This is an optimization exercise on Yosys and OpenROAD, whose aim is small area, a short achievable clock period and few clock cycles per item, not a production implementation. No activity file was given, so power comes from the tool's default toggle rates.

## job 101
// rect_edge_conditional_median_unit
module rect_edge_conditional_median_unit (
  input  wire logic                              clk,
  input  wire logic                              rst,
  input  wire logic                              push,
  input  wire logic                              mode,
  input  wire logic [recm_pkg::PIX_W-1:0]        pixel_in,
  output logic                                   full,
  output logic                                   empty,
  input  wire logic                              pop,
  output logic [recm_pkg::PIX_W-1:0]             pixel_out,
  output logic                                   frame_last,
  input  wire logic                              cfg_write,
  input  wire logic [recm_pkg::CFG_IDX_W-1:0]    cfg_index,
  input  wire logic [recm_pkg::PIX_W-1:0]        cfg_data
);
  localparam int D = recm_pkg::OQ_DEPTH;
  logic [5:0] cfg_left;
  logic [5:0] cfg_top;
  logic [6:0] cfg_width;
  logic [6:0] cfg_height;
  logic [7:0] cfg_mean;
  always_ff @(posedge clk) begin
    if (rst) begin
      cfg_left   <= '0;
      cfg_top    <= '0;
      cfg_width  <= '0;
  ...
Size in the first run: about 2,700 cells after synthesis, ~1,400 flip-flops, about 36 I/O pins.
Settings: LEC_CHECK=0, CAP_MARGIN=20, CORE_MARGIN=2, CORE_UTILIZATION=40, CTS_BUF_LIST=sky130_fd_sc_hd__clkbuf_16, CTS_CLUSTER_DIAMETER=100, CTS_CLUSTER_SIZE=30, SETUP_SLACK_MARGIN=2.0, SLEW_MARGIN=20; clock period 4.5 ns.
run.sh (not shown) runs the stock make flow with config.mk's settings and CLKGATE_MAP_FILE= SYNTH_SCRIPT=/design/flow/synth_recipe.tcl, a recipe that flattens the netlist after the stock synthesis.
--- input diff job 101..job 102 ---
diff --git a/flow/design.v b/flow/design.v
--- a/flow/design.v
+++ b/flow/design.v
@@ -7,38 +7,38 @@
   localparam int PIX_W        = 8;
   localparam int CORNER_W     = 6;
   localparam int LEN_W        = 7;
   localparam int CFG_IDX_W    = 3;
   localparam int OQ_DEPTH     = 8;
   typedef logic [PIX_W-1:0] pix_t;
 endpackage
 `default_nettype wire
 `default_nettype none
 function automatic logic recm_gt(input logic [7:0] a, input logic [7:0] b);
   logic [7:0] g;
-  logic [7:0] p;
+  logic [7:0] e;
   logic [3:0] g2;
-  logic [3:0] p2;
+  logic [3:0] e2;
   logic [1:0] g4;
-  logic [1:0] p4;
+  logic [1:0] e4;
   g = a & ~b;
-  p = a | ~b;
+  e = ~(a ^ b);
   for (int i = 0; i < 4; i++) begin
-    g2[i] = g[2*i+1] | (p[2*i+1] & g[2*i]);
-    p2[i] = p[2*i+1] & p[2*i];
+    g2[i] = g[2*i+1] | (e[2*i+1] & g[2*i]);
+    e2[i] = e[2*i+1] & e[2*i];
   end
   for (int i = 0; i < 2; i++) begin
-    g4[i] = g2[2*i+1] | (p2[2*i+1] & g2[2*i]);
-    p4[i] = p2[2*i+1] & p2[2*i];
+    g4[i] = g2[2*i+1] | (e2[2*i+1] & g2[2*i]);
+    e4[i] = e2[2*i+1] & e2[2*i];
   end
-  recm_gt = g4[1] | (p4[1] & g4[0]);
+  recm_gt = g4[1] | (e4[1] & g4[0]);
 endfunction
 module recm_pair (
   input  wire logic [7:0] a,
   input  wire logic [7:0] b,
   output logic [7:0]      lo,
   output logic [7:0]      hi
 );
   always_comb begin
     if (recm_gt(a, b)) begin
       lo = b;
       hi = a;
@@ -395,51 +395,45 @@
   end
   always_ff @(posedge clk) begin
     if (load) begin
       out_pix  <= oldest;
       out_last <= mk_hit;
     end
   end
   assign empty      = empty_r;
   assign pixel_out  = out_pix;
   assign frame_last = out_last;
   logic [3:0] owed;
-  logic [3:0] owed_m2;
-  logic [3:0] owed_m1;
-  logic [3:0] owed_p1;
+  logic [3:0] owed_base;
+  logic [3:0] owed_up;
+  logic [3:0] owed_dn;
   logic       take;
   logic       give;
-  logic       nores;
-  assign owed_m2 = owed - 4'd2;
-  assign owed_m1 = owed - 4'd1;
-  assign owed_p1 = owed + 4'd1;
-  assign take    = push && !full_r;
-  assign give    = pop && !empty_r;
-  assign nores   = acc_r && !rb;
+  assign owed_base = owed - 4'(acc_r && !rb);
+  assign owed_up   = owed_base + 4'd1;
+  assign owed_dn   = owed_base - 4'd1;
+  assign take      = push && !full_r;
+  assign give      = pop && !empty_r;
   always_ff @(posedge clk) begin
     if (rst) begin
       owed   <= '0;
       full_r <= 1'b0;
     end else begin
-      case ({take, give, nores})
-        3'b100: begin
-          owed   <= owed_p1;
-          full_r <= (owed >= 4'(D));
+      case ({take, give})
+        2'b10: begin
+          owed   <= owed_up;
+          full_r <= (owed_up >= 4'(D + 1));
         end
-        3'b000, 3'b110, 3'b101: begin
-          owed   <= owed;
-          full_r <= (owed >= 4'(D + 1));
-        end
-        3'b010, 3'b001, 3'b111: begin
-          owed   <= owed_m1;
-          full_r <= (owed >= 4'(D + 2));
+        2'b01: begin
+          owed   <= owed_dn;
+          full_r <= (owed_dn >= 4'(D + 1));
         end
         default: begin
-          owed   <= owed_m2;
-          full_r <= (owed >= 4'(D + 3));
+          owed   <= owed_base;
+          full_r <= (owed_base >= 4'(D + 1));
         end
       endcase
     end
   end
   assign full = full_r;
 endmodule
 `default_nettype wire
==> notes.md <==
After detailed routing, job 101 needs more wire than job 102.
Comparing job 101 with job 102, the met3 capacity usage during global routing came out essentially unchanged.
Slew of the pin with the lowest slew margin is lower on job 101
Delta(standard cell core area, job 102 - job 101) > 0
The final reports for job 102 and job 101 show via density per instance lower in the former.
Relative to job 101, the synthesized cell count measured on job 102 has increased by a few percent.
No functional check of the RTL was part of any run of this note.

* * *

Another version of the RTL of rect_edge_conditional_median_unit (not shown whole).
Size: about 36 I/O pins, roughly 0.049 mm^2 of cells after synthesis.
export LEC_CHECK = 0
export CAP_MARGIN = 20
export CORE_MARGIN = 2
export CORE_UTILIZATION = 60
export CTS_BUF_LIST = sky130_fd_sc_hd__clkbuf_16
export CTS_CLUSTER_DIAMETER = 100
export CTS_CLUSTER_SIZE = 30
export SETUP_SLACK_MARGIN = 2.0
export SLEW_MARGIN = 20
create_clock -name core_clock -period 4.5 [get_ports {clk}]
==> next run, changes <==
--- a/flow/design.v
+++ b/flow/design.v
@@ -399,47 +399,35 @@
       out_last <= mk_hit;
     end
   end
   assign empty      = empty_r;
   assign pixel_out  = out_pix;
   assign frame_last = out_last;
-  logic [3:0] owed;
-  logic [3:0] owed_m2;
-  logic [3:0] owed_m1;
-  logic [3:0] owed_p1;
-  logic       take;
-  logic       give;
-  logic       nores;
-  assign owed_m2 = owed - 4'd2;
-  assign owed_m1 = owed - 4'd1;
-  assign owed_p1 = owed + 4'd1;
-  assign take    = push && !full_r;
-  assign give    = pop && !empty_r;
-  assign nores   = acc_r && !rb;
+  logic [D+3:0] ow;
+  logic [D+3:0] ow_next;
+  logic         take;
+  logic         give;
+  logic         nores;
+  assign take  = push && !full_r;
+  assign give  = pop && !empty_r;
+  assign nores = acc_r && !rb;
+  always_comb begin
+    ow_next = ow;
+    case ({take, give, nores})
+      3'b100:                 ow_next = {ow[D+2:0], 1'b1};
+      3'b000, 3'b110, 3'b101: ow_next = ow;
+      3'b010, 3'b001, 3'b111: ow_next = {1'b0, ow[D+3:1]};
+      default:                ow_next = {2'b00, ow[D+3:2]};
+    endcase
+  end
   always_ff @(posedge clk) begin
     if (rst) begin
-      owed   <= '0;
+      ow     <= {{(D+3){1'b0}}, 1'b1};
       full_r <= 1'b0;
     end else begin
-      case ({take, give, nores})
-        3'b100: begin
-          owed   <= owed_p1;
-          full_r <= (owed >= 4'(D));
-        end
-        3'b000, 3'b110, 3'b101: begin
-          owed   <= owed;
-          full_r <= (owed >= 4'(D + 1));
-        end
-        3'b010, 3'b001, 3'b111: begin
-          owed   <= owed_m1;
-          full_r <= (owed >= 4'(D + 2));
-        end
-        default: begin
-          owed   <= owed_m2;
-          full_r <= (owed >= 4'(D + 3));
-        end
-      endcase
+      ow     <= ow_next;
+      full_r <= ow_next[D+1];
     end
   end
   assign full = full_r;
 endmodule
 `default_nettype wire
Design area goes up slightly.
Critical path depth goes down by 1.
Wire length goes up slightly.
Synthesized cell count goes up by a few percent.
Via count goes up slightly.
Total power goes down by a few percent.
Setup slack is better by 0.096 ns.
Sequential cell count goes up by 7.
Area after synthesis goes up slightly.
Die area goes up slightly.
No functional check of the RTL was part of any run of this note.

* * *

Setup of indigo:
Another version of the RTL of rect_edge_conditional_median_unit (not shown whole).
For scale: roughly 2800 cells after synthesis, ~0.048 sq mm of cells after synthesis.
make LEC_CHECK=0 CAP_MARGIN=20 CORE_MARGIN=2 CORE_UTILIZATION=40 CTS_BUF_LIST=sky130_fd_sc_hd__clkbuf_16 CTS_CLUSTER_DIAMETER=100 CTS_CLUSTER_SIZE=30 SETUP_SLACK_MARGIN=2.0 SLEW_MARGIN=20 finish   # period 4.5 ns
indigo went all the way through the flow, and no timing, DRC or antenna check failed.
Setup changes, indigo to quartz
diff --git a/flow/design.v b/flow/design.v
--- a/flow/design.v
+++ b/flow/design.v
@@ -227,29 +227,25 @@
       3'd0:    t2_r <= F[62];
       3'd1:    t2_r <= F[61];
       3'd2:    t2_r <= F[60];
       3'd3:    t2_r <= F[59];
       3'd4:    t2_r <= F[58];
       default: t2_r <= F[57];
     endcase
   end
-  logic [7:0] sl_row;
-  logic [7:0] sl_col;
-  always_ff @(posedge clk) begin
-    sl_row <= 8'(cfg_top) + 8'(cfg_height);
-    sl_col <= 8'(cfg_left) + 8'(cfg_width);
-  end
   function automatic logic on_edge(input logic [5:0] v, input logic [5:0] s,
-                                   input logic [7:0] sl);
-    logic [6:0] d;
-    logic [8:0] e;
-    d = 7'(v) - 7'(s);
-    e = 9'(sl) - 9'(v);
-    on_edge = (d == 7'd0) || (d == 7'd1) || (e == 9'd1) || (e == 9'd2);
+                                   input logic [6:0] l);
+    logic [7:0] d;
+    logic [7:0] l1;
+    logic [7:0] l2;
+    d  = 8'(v) - 8'(s);
+    l1 = 8'(l) - 8'd1;
+    l2 = 8'(l) - 8'd2;
+    on_edge = (d == 8'd0) || (d == 8'd1) || (d == l1) || (d == l2);
   endfunction
   logic [7:0] pt0, pt1, pm;
   logic [7:0] c0_lo, c0_hi, a2, m2, h2;
   logic [7:0] p2_a0, p2_h0, p2_a1, p2_m1, p2_h1, p2_a2, p2_m2, p2_h2, p2_c;
   logic       p2_filt;
   logic       p2_last;
   recm_pair  u_col0 (.a(pt0), .b(R[2]), .lo(c0_lo), .hi(c0_hi));
   recm_sort3 u_col2 (.a(t2_r), .b(R[64]), .c(pix_r), .lo(a2), .mid(m2), .hi(h2));
@@ -267,18 +263,18 @@
     end
   end
   always_ff @(posedge clk) begin
     p2_a0   <= c0_lo;
     p2_h0   <= c0_hi;
     p2_c    <= pm;
     p2_filt <= (cnt[11:6] != 6'd0) && (cnt[11:6] != 6'd63) &&
                (cnt[5:0] != 6'd0) && (cnt[5:0] != 6'd63) &&
-               (on_edge(cnt[11:6], cfg_top, sl_row) ||
-                on_edge(cnt[5:0], cfg_left, sl_col)) &&
+               (on_edge(cnt[11:6], cfg_top, cfg_height) ||
+                on_edge(cnt[5:0], cfg_left, cfg_width)) &&
                recm_gt(pm, cfg_mean);
     p2_last <= q_last;
   end
   logic [7:0] s_lo, s_hi, mx_a, mn_h;
   logic [7:0] p3_a0, p3_h0, p3_A, p3_C, p3_s, p3_t;
   logic       p3_last;
   recm_pair u_pm (.a(p2_m1), .b(p2_m2), .lo(s_lo), .hi(s_hi));
   assign mx_a = recm_gt(p2_a1, p2_a2) ? p2_a1 : p2_a2;
@@ -377,36 +373,37 @@
     if (load) begin
       out_pix  <= oldest;
       out_last <= mk_hit;
     end
   end
   assign empty      = empty_r;
   assign pixel_out  = out_pix;
   assign frame_last = out_last;
-  logic [D:0] ow;
-  logic [D:0] ow_next;
-  logic       take;
-  logic       give;
-  logic       nores;
+  logic [D+3:0] ow;
+  logic [D+3:0] ow_next;
+  logic         take;
+  logic         give;
+  logic         nores;
   assign take  = push && !full_r;
   assign give  = pop && !empty_r;
   assign nores = acc_r && !rb;
   always_comb begin
+    ow_next = ow;
     case ({take, give, nores})
-      3'b100:                 ow_next = {ow[D-1:0], 1'b1};
+      3'b100:                 ow_next = {ow[D+2:0], 1'b1};
       3'b000, 3'b110, 3'b101: ow_next = ow;
-      3'b010, 3'b001, 3'b111: ow_next = {1'b0, ow[D:1]};
-      default:                ow_next = {2'b00, ow[D:2]};
+      3'b010, 3'b001, 3'b111: ow_next = {1'b0, ow[D+3:1]};
+      default:                ow_next = {2'b00, ow[D+3:2]};
     endcase
   end
   always_ff @(posedge clk) begin
     if (rst) begin
-      ow     <= '0;
+      ow     <= {{(D+3){1'b0}}, 1'b1};
       full_r <= 1'b0;
     end else begin
       ow     <= ow_next;
-      full_r <= ow_next[D];
+      full_r <= ow_next[D+1];
     end
   end
   assign full = full_r;
 endmodule
 `default_nettype wire
- quartz vs. indigo: logic gate share of total power went up by 0.7 points.
- Detailed route, quartz vs indigo: via total higher for quartz
- Post-layout instance area: quartz > indigo
- Summary of quartz over indigo: met1 usage in global routing increased 0.86 points, post-route total power shows no meaningful change.
- Cmp quartz vs indigo: overall routing resource usage higher in quartz
- ~same worst hold slack in indigo and quartz
- Post-synthesis share of cell area spent on full adders, half adders and majority gates down 0.70 points in quartz wrt indigo
- Compared to indigo, quartz has placer congestion estimate 0.87% higher.
- Compared with indigo, in quartz minimum clock period moved up, global routing usage on met3 level, number of non-clock inverters moved down.
- quartz against indigo: vertical extent of the die shrank by about 0.6%, power spent charging and discharging nets higher.
Function was not checked in any run of this note: the RTL went through the layout flow alone.

* * *

## the previous run
RTL: one of the versions met above, not the one the previous note started from.
Size: ~2900 cells after synthesis, about 1400 flip-flops, ~36 I/O pins, ~49000 um^2 of cells after synthesis.
make LEC_CHECK=0 CAP_MARGIN=20 CORE_MARGIN=2 CORE_UTILIZATION=40 CTS_BUF_LIST=sky130_fd_sc_hd__clkbuf_16 CTS_CLUSTER_DIAMETER=100 CTS_CLUSTER_SIZE=30 SETUP_SLACK_MARGIN=2.0 SLEW_MARGIN=20 finish   # period 4.5 ns
Input-level comparison between the current run and the previous run:
--- a/flow/design.v
+++ b/flow/design.v
@@ -396,38 +396,50 @@
   always_ff @(posedge clk) begin
     if (load) begin
       out_pix  <= oldest;
       out_last <= mk_hit;
     end
   end
   assign empty      = empty_r;
   assign pixel_out  = out_pix;
   assign frame_last = out_last;
-  logic [D+3:0] ow;
-  logic [D+3:0] ow_next;
-  logic         take;
-  logic         give;
-  logic         nores;
-  assign take  = push && !full_r;
-  assign give  = pop && !empty_r;
-  assign nores = acc_r && !rb;
-  always_comb begin
-    ow_next = ow;
-    case ({take, give, nores})
-      3'b100:                 ow_next = {ow[D+2:0], 1'b1};
-      3'b000, 3'b110, 3'b101: ow_next = ow;
-      3'b010, 3'b001, 3'b111: ow_next = {1'b0, ow[D+3:1]};
-      default:                ow_next = {2'b00, ow[D+3:2]};
-    endcase
-  end
+  logic [3:0] owed;
+  logic [3:0] owed_m2;
+  logic [3:0] owed_m1;
+  logic [3:0] owed_p1;
+  logic       take;
+  logic       give;
+  logic       nores;
+  assign owed_m2 = owed - 4'd2;
+  assign owed_m1 = owed - 4'd1;
+  assign owed_p1 = owed + 4'd1;
+  assign take    = push && !full_r;
+  assign give    = pop && !empty_r;
+  assign nores   = acc_r && !rb;
   always_ff @(posedge clk) begin
     if (rst) begin
-      ow     <= {{(D+3){1'b0}}, 1'b1};
+      owed   <= '0;
       full_r <= 1'b0;
     end else begin
-      ow     <= ow_next;
-      full_r <= ow_next[D+1];
+      case ({take, give, nores})
+        3'b100: begin
+          owed   <= owed_p1;
+          full_r <= (owed >= 4'(D));
+        end
+        3'b000, 3'b110, 3'b101: begin
+          owed   <= owed;
+          full_r <= (owed >= 4'(D + 1));
+        end
+        3'b010, 3'b001, 3'b111: begin
+          owed   <= owed_m1;
+          full_r <= (owed >= 4'(D + 2));
+        end
+        default: begin
+          owed   <= owed_m2;
+          full_r <= (owed >= 4'(D + 3));
+        end
+      endcase
     end
   end
   assign full = full_r;
 endmodule
 `default_nettype wire
### Flow results
- Lower post-synthesis register bit count goes to the current run over the previous run.
- Of the two values seen for capturing instance or port of the critical path, owed[3] was produced by the current run and p2_m2[6] by the previous run.
- Post-layout utilization of the core in the current run is 0.44 points above the previous run.
- Measured against each other, the current run and the previous run differ in headroom to the max-slew limit, the higher figure coming from the current run.
- Note that the fmax recorded for the previous run amounts to 1.08 times the value seen in the current run.
- Any difference in global-route met3 utilization between the previous run and the current run is small enough to ignore.
Function was not checked in any run of this note: the RTL went through the layout flow alone.

[what the ideal ports hide]
No port has a modelled driver above. Below, the same layouts with a new extraction and two added sets of constraints.
Step 1, drivers: a clkbuf_16 drives clk and a buf_2 each remaining input, both assumed.
Step 2 moves the port delays by t, midway between the first and last clock arrival at a register: inputs arrive t later, outputs are due t later. That takes back most of the time a late clock gives input paths.
Three values: no drivers, after step 1, after step 2; two values: the first two.
run	t (ns)	slack for setup (ns)	worst setup path at the end	worst slew at a driven data input, ns	cell pins on the clock port's net
job 101	0.717	0.908 / 0.908 / 0.908	register to register	0.05	1
job 102	0.728	2.002 / 2.002 / 1.570	input to register	0.04	1
the first run of note 2	0.709	1.927 / 1.927 / 1.262	input to register	0.06	1
the second run of note 2	0.695	2.023 / 2.007 / 1.421	input to register	0.04	1
indigo	0.733	2.049 / 2.049 / 1.385	input to register	0.08	1
quartz	0.726	1.771 / 1.771 / 1.514	input to register	0.08	1
the previous run	0.746	2.084 / 2.084 / 1.446	input to register	0.04	1
the current run	0.731	1.892 / 1.904 / 1.194	input to register	0.12	1
After both steps every run listed still meets setup and hold. For the current run, which loses most, drivers alone change the setup slack by +0.012 ns; drivers and shift together by -0.698 ns.
